What follows belongs to an exercise in optimizing a design on an open flow for small area, a short achievable clock period and few clock cycles per item; a production flow would make more cautious choices. Function was checked by simulation only, so behaviour that the tests miss may differ from the original.

==> module md_sched, before the edit <==
module md_sched (
  input  logic        clk,
  input  logic        reset,
  input  logic        E_valid,
  input  logic [2:0]  E_md_op,
  input  logic [31:0] E_rs,
  input  logic [31:0] E_rt,
  input  logic        D_is_md,
  output logic        start,
  output logic        busy,
  output logic        md_stall,
  output logic [31:0] hi,
  output logic [31:0] lo
);
  localparam int DIV_ROWS = 4;
  localparam int MAX_K    = (32 + DIV_ROWS - 1) / DIV_ROWS;    
  localparam int LW       = DIV_ROWS * MAX_K;                  
  logic [31:0] r_h;       
  logic [LW-1:0] r_l;     
  logic [31:0] r_b;       
  logic [3:0]  r_cnt;     
  logic        r_nh;      
  logic        r_nl;      
  logic        w_mul, w_div, w_signed, w_mthi, w_mtlo;
  logic        w_a_neg, w_b_neg;
  logic [31:0] w_am, w_bm;
  logic [63:0] w_prod;
  logic        w_b_zero, w_q_zero, w_clz_eq;
  logic [32:0] w_diff;
  logic [5:0]  w_n;
  logic [3:0]  w_k;
  logic [4:0]  w_sh;
  logic [32:0] w_pow;
  logic [32:0] w_y;
  logic [31:0] w_h_next;
  logic [LW-1:0] w_l_next;
  function automatic logic [5:0] clz32(input logic [31:0] v);
    logic [31:0] x;
    logic [4:0]  n;
    x = v;
    n[4] = (x[31:16] == 16'd0);
    x    = n[4] ? {x[15:0], 16'd0} : x;
    n[3] = (x[31:24] == 8'd0);
    x    = n[3] ? {x[23:0], 8'd0} : x;
    n[2] = (x[31:28] == 4'd0);
    x    = n[2] ? {x[27:0], 4'd0} : x;
    n[1] = (x[31:30] == 2'd0);
    x    = n[1] ? {x[29:0], 2'd0} : x;
    n[0] = ~x[31];
    clz32 = (v == 32'd0) ? 6'd32 : {1'b0, n};
  endfunction
  function automatic logic [31:0] cneg32(input logic [31:0] v, input logic neg);
    logic seen;
    seen = 1'b0;
    for (int i = 0; i < 32; i++) begin
      cneg32[i] = v[i] ^ (neg & seen);
      seen      = seen | v[i];
    end
  endfunction
  function automatic logic [33:0] bksub(input logic [32:0] t, input logic [32:0] b);
    logic [32:0] g, p, nb, c;
    nb = ~b;
    g = t & nb; p = t ^ nb;
    g[0] = t[0] | nb[0];
    for (int k = 0; k < 6; k++) begin
      for (int i = 0; i < 33; i++)
        if (((i + 1) % (2 << k)) == 0) begin
          g[i] = g[i] | (p[i] & g[i - (1 << k)]);
          p[i] = p[i] & p[i - (1 << k)];
        end
    end
    for (int k = 4; k >= 0; k--) begin
      for (int i = 0; i < 33; i++)
        if (((i + 1) % (2 << k)) == (1 << k) && i >= (2 << k)) begin
          g[i] = g[i] | (p[i] & g[i - (1 << k)]);
          p[i] = p[i] & p[i - (1 << k)];
        end
    end
    c = {g[31:0], 1'b1};
    bksub = {g[32], (t ^ nb) ^ c};
  endfunction
  md_mul u_mul (
    .x ({w_signed & E_rs[31], E_rs}),
    .y (w_y),
    .p (w_prod)
  );
  always_comb begin
    busy     = (r_cnt != 4'd0);
    w_mul    = (E_md_op == md_sched_pkg::MD_MULT) || (E_md_op == md_sched_pkg::MD_MULTU);
    w_div    = (E_md_op == md_sched_pkg::MD_DIV)  || (E_md_op == md_sched_pkg::MD_DIVU);
    w_signed = (E_md_op == md_sched_pkg::MD_MULT) || (E_md_op == md_sched_pkg::MD_DIV);
    start    = E_valid && (w_mul || w_div) && !busy;
    w_mthi   = E_valid && (E_md_op == md_sched_pkg::MD_MTHI) && !busy;
    w_mtlo   = E_valid && (E_md_op == md_sched_pkg::MD_MTLO) && !busy;
    md_stall = D_is_md && (start || busy);
    w_a_neg  = w_signed & E_rs[31];
    w_b_neg  = w_signed & E_rt[31];
    w_am     = cneg32(E_rs, w_a_neg);
    w_bm     = cneg32(E_rt, w_b_neg);
    w_b_zero = (E_rt == 32'd0);
    w_diff   = {1'b0, w_am} - {1'b0, w_bm};
    w_q_zero = w_diff[32];
    w_clz_eq = (clz32(w_am) == clz32(w_bm));
    w_n      = clz32(w_bm) - clz32(w_am) + 6'd1;
    w_k      = 4'((w_n + 6'(DIV_ROWS - 1)) / 6'(DIV_ROWS));
    w_sh     = 5'(LW - DIV_ROWS * int'(w_k));
    w_pow    = 33'd1 << w_sh;
    w_y      = w_div ? (w_a_neg ? (33'd0 - w_pow) : w_pow) : {w_signed & E_rt[31], E_rt};
    w_h_next = r_h;
    w_l_next = r_l;
    for (int i = 0; i < DIV_ROWS; i++) begin
      logic [32:0] t;
      logic [33:0] d;
      t        = {w_h_next, w_l_next[LW-1]};
      d        = bksub(t, {1'b0, r_b});
      w_h_next = d[33] ? d[31:0] : t[31:0];
      w_l_next = {w_l_next[LW-2:0], d[33]};
    end
  end
  always_ff @(posedge clk) begin
    if (reset) begin
      r_h   <= 32'd0;
      r_l   <= '0;
      r_b   <= 32'd0;
      r_cnt <= 4'd0;
      r_nh  <= 1'b0;
      r_nl  <= 1'b0;
    end else if (busy) begin
      r_h   <= w_h_next;
      r_l   <= w_l_next;
      r_cnt <= r_cnt - 4'd1;
    end else if (start && w_mul) begin
      r_h  <= w_prod[63:32];
      r_l  <= LW'(w_prod[31:0]);
      r_nh <= 1'b0;
      r_nl <= 1'b0;
    end else if (start && !w_b_zero) begin
      if (w_q_zero) begin
        r_h  <= E_rs;
        r_l  <= '0;
        r_nh <= 1'b0;
        r_nl <= 1'b0;
      end else if (w_clz_eq) begin
        r_h  <= w_diff[31:0];
        r_l  <= LW'(1);
        r_nh <= w_a_neg;
        r_nl <= w_a_neg ^ w_b_neg;
      end else begin
        r_h   <= w_prod[63:32];
        r_l   <= w_prod[31:0];
        r_b   <= w_bm;
        r_cnt <= w_k;
        r_nh  <= w_a_neg;
        r_nl  <= w_a_neg ^ w_b_neg;
      end
    end else begin
      if (w_mthi) begin
        r_h  <= E_rs;
        r_nh <= 1'b0;
      end
      if (w_mtlo) begin
        r_l  <= LW'(E_rs);
        r_nl <= 1'b0;
      end
    end
  end
  assign hi = cneg32(r_h, r_nh);
  assign lo = cneg32(r_l[31:0], r_nl);
endmodule
export LEC_CHECK = 0
export ABC_AREA = 1
export CAP_MARGIN = 20
export CORE_MARGIN = 2
export CORE_UTILIZATION = 40
export SETUP_SLACK_MARGIN = 5
export SLEW_MARGIN = 20
create_clock -name core_clock -period 120.0 [get_ports {clk}]
standard.sh (not shown) runs the stock make flow with config.mk's settings and CLKGATE_MAP_FILE= SYNTH_SCRIPT=/design/flow/synth_recipe.tcl, a recipe that flattens the netlist after the stock synthesis.
==> flow/flow/run.sh <==
#!/bin/bash
set -e
export BUFFER_PORTS_ARGS="-buffer_cell sky130_fd_sc_hd__buf_2"
bash standard.sh > standard.log 2>&1
The baseline completed without violations.
Testbench counts at the start, summed over its fixed seeds: cycles 42,968, items 32,000.
Rerun with:
--- a/flow/design.v
+++ b/flow/design.v
@@ -3358,9 +3358,7 @@
   logic [32:0] w_diff;
   logic [5:0]  w_n;
   logic [3:0]  w_k;
-  logic [4:0]  w_sh;
-  logic [32:0] w_pow;
-  logic [32:0] w_y;
+  logic [LW+31:0] w_init;
   logic [31:0] w_h_next;
   logic [LW-1:0] w_l_next;
   function automatic logic [5:0] clz32(input logic [31:0] v);
@@ -3410,7 +3408,7 @@
   endfunction
   md_mul u_mul (
     .x ({w_signed & E_rs[31], E_rs}),
-    .y (w_y),
+    .y ({w_signed & E_rt[31], E_rt}),
     .p (w_prod)
   );
   always_comb begin
@@ -3432,9 +3430,7 @@
     w_clz_eq = (clz32(w_am) == clz32(w_bm));
     w_n      = clz32(w_bm) - clz32(w_am) + 6'd1;
     w_k      = 4'((w_n + 6'(DIV_ROWS - 1)) / 6'(DIV_ROWS));
-    w_sh     = 5'(LW - DIV_ROWS * int'(w_k));
-    w_pow    = 33'd1 << w_sh;
-    w_y      = w_div ? (w_a_neg ? (33'd0 - w_pow) : w_pow) : {w_signed & E_rt[31], E_rt};
+    w_init   = {{LW{1'b0}}, w_am} << (LW - DIV_ROWS * int'(w_k));
     w_h_next = r_h;
     w_l_next = r_l;
     for (int i = 0; i < DIV_ROWS; i++) begin
@@ -3475,8 +3471,8 @@
         r_nh <= w_a_neg;
         r_nl <= w_a_neg ^ w_b_neg;
       end else begin
-        r_h   <= w_prod[63:32];
-        r_l   <= w_prod[31:0];
+        r_h   <= w_init[LW+31:LW];
+        r_l   <= w_init[LW-1:0];
         r_b   <= w_bm;
         r_cnt <= w_k;
         r_nh  <= w_a_neg;
Effect: The new run completed without violations; sequential share of layout area barely changes; routed wire length is higher by about 3%; clock-buffer cell count is higher by 3; hold slack gains 15 ps; non-clock buffer count is higher by 21; cell area is higher by about 1.1%; core utilization is lower by 0.13 points; synthesized cell count is higher by about 1.4%.
Testbench counts after the change, summed over its fixed seeds: cycles 42,968, items 32,000.

## separate check: timing with driven ports
No port has a modelled driver above. Below, the same layouts with a new extraction and two added sets of constraints.
Step 1: set_driving_cell puts a clkbuf_16 on clk and a buf_2 on each other input, an assumption about the parent block.
Step 2 moves the port delays by t, midway between the first and last clock arrival at a register: inputs arrive t later, outputs are due t later. That takes back most of the time a late clock gives input paths.
a / b / c = ideal ports / drivers / drivers and shift; a / b = the first two.
| run | shift t [ns] | slack for setup (ns) | worst hold slack (ns) | worst register clock-pin slew, ns |
|---|---|---|---|---|
| the first run | 0.412 | 68.711 / 68.586 / 68.586 | 0.480 / 0.480 / 0.480 | 0.08 / 0.08 |
| the second run | 0.425 | 71.225 / 71.201 / 71.201 | 0.495 / 0.495 / 0.495 | 0.08 / 0.08 |
After both steps setup and hold are still met in every run listed. For the first run, which loses most, drivers alone change the setup slack by -0.125 ns; drivers and shift together by -0.125 ns.
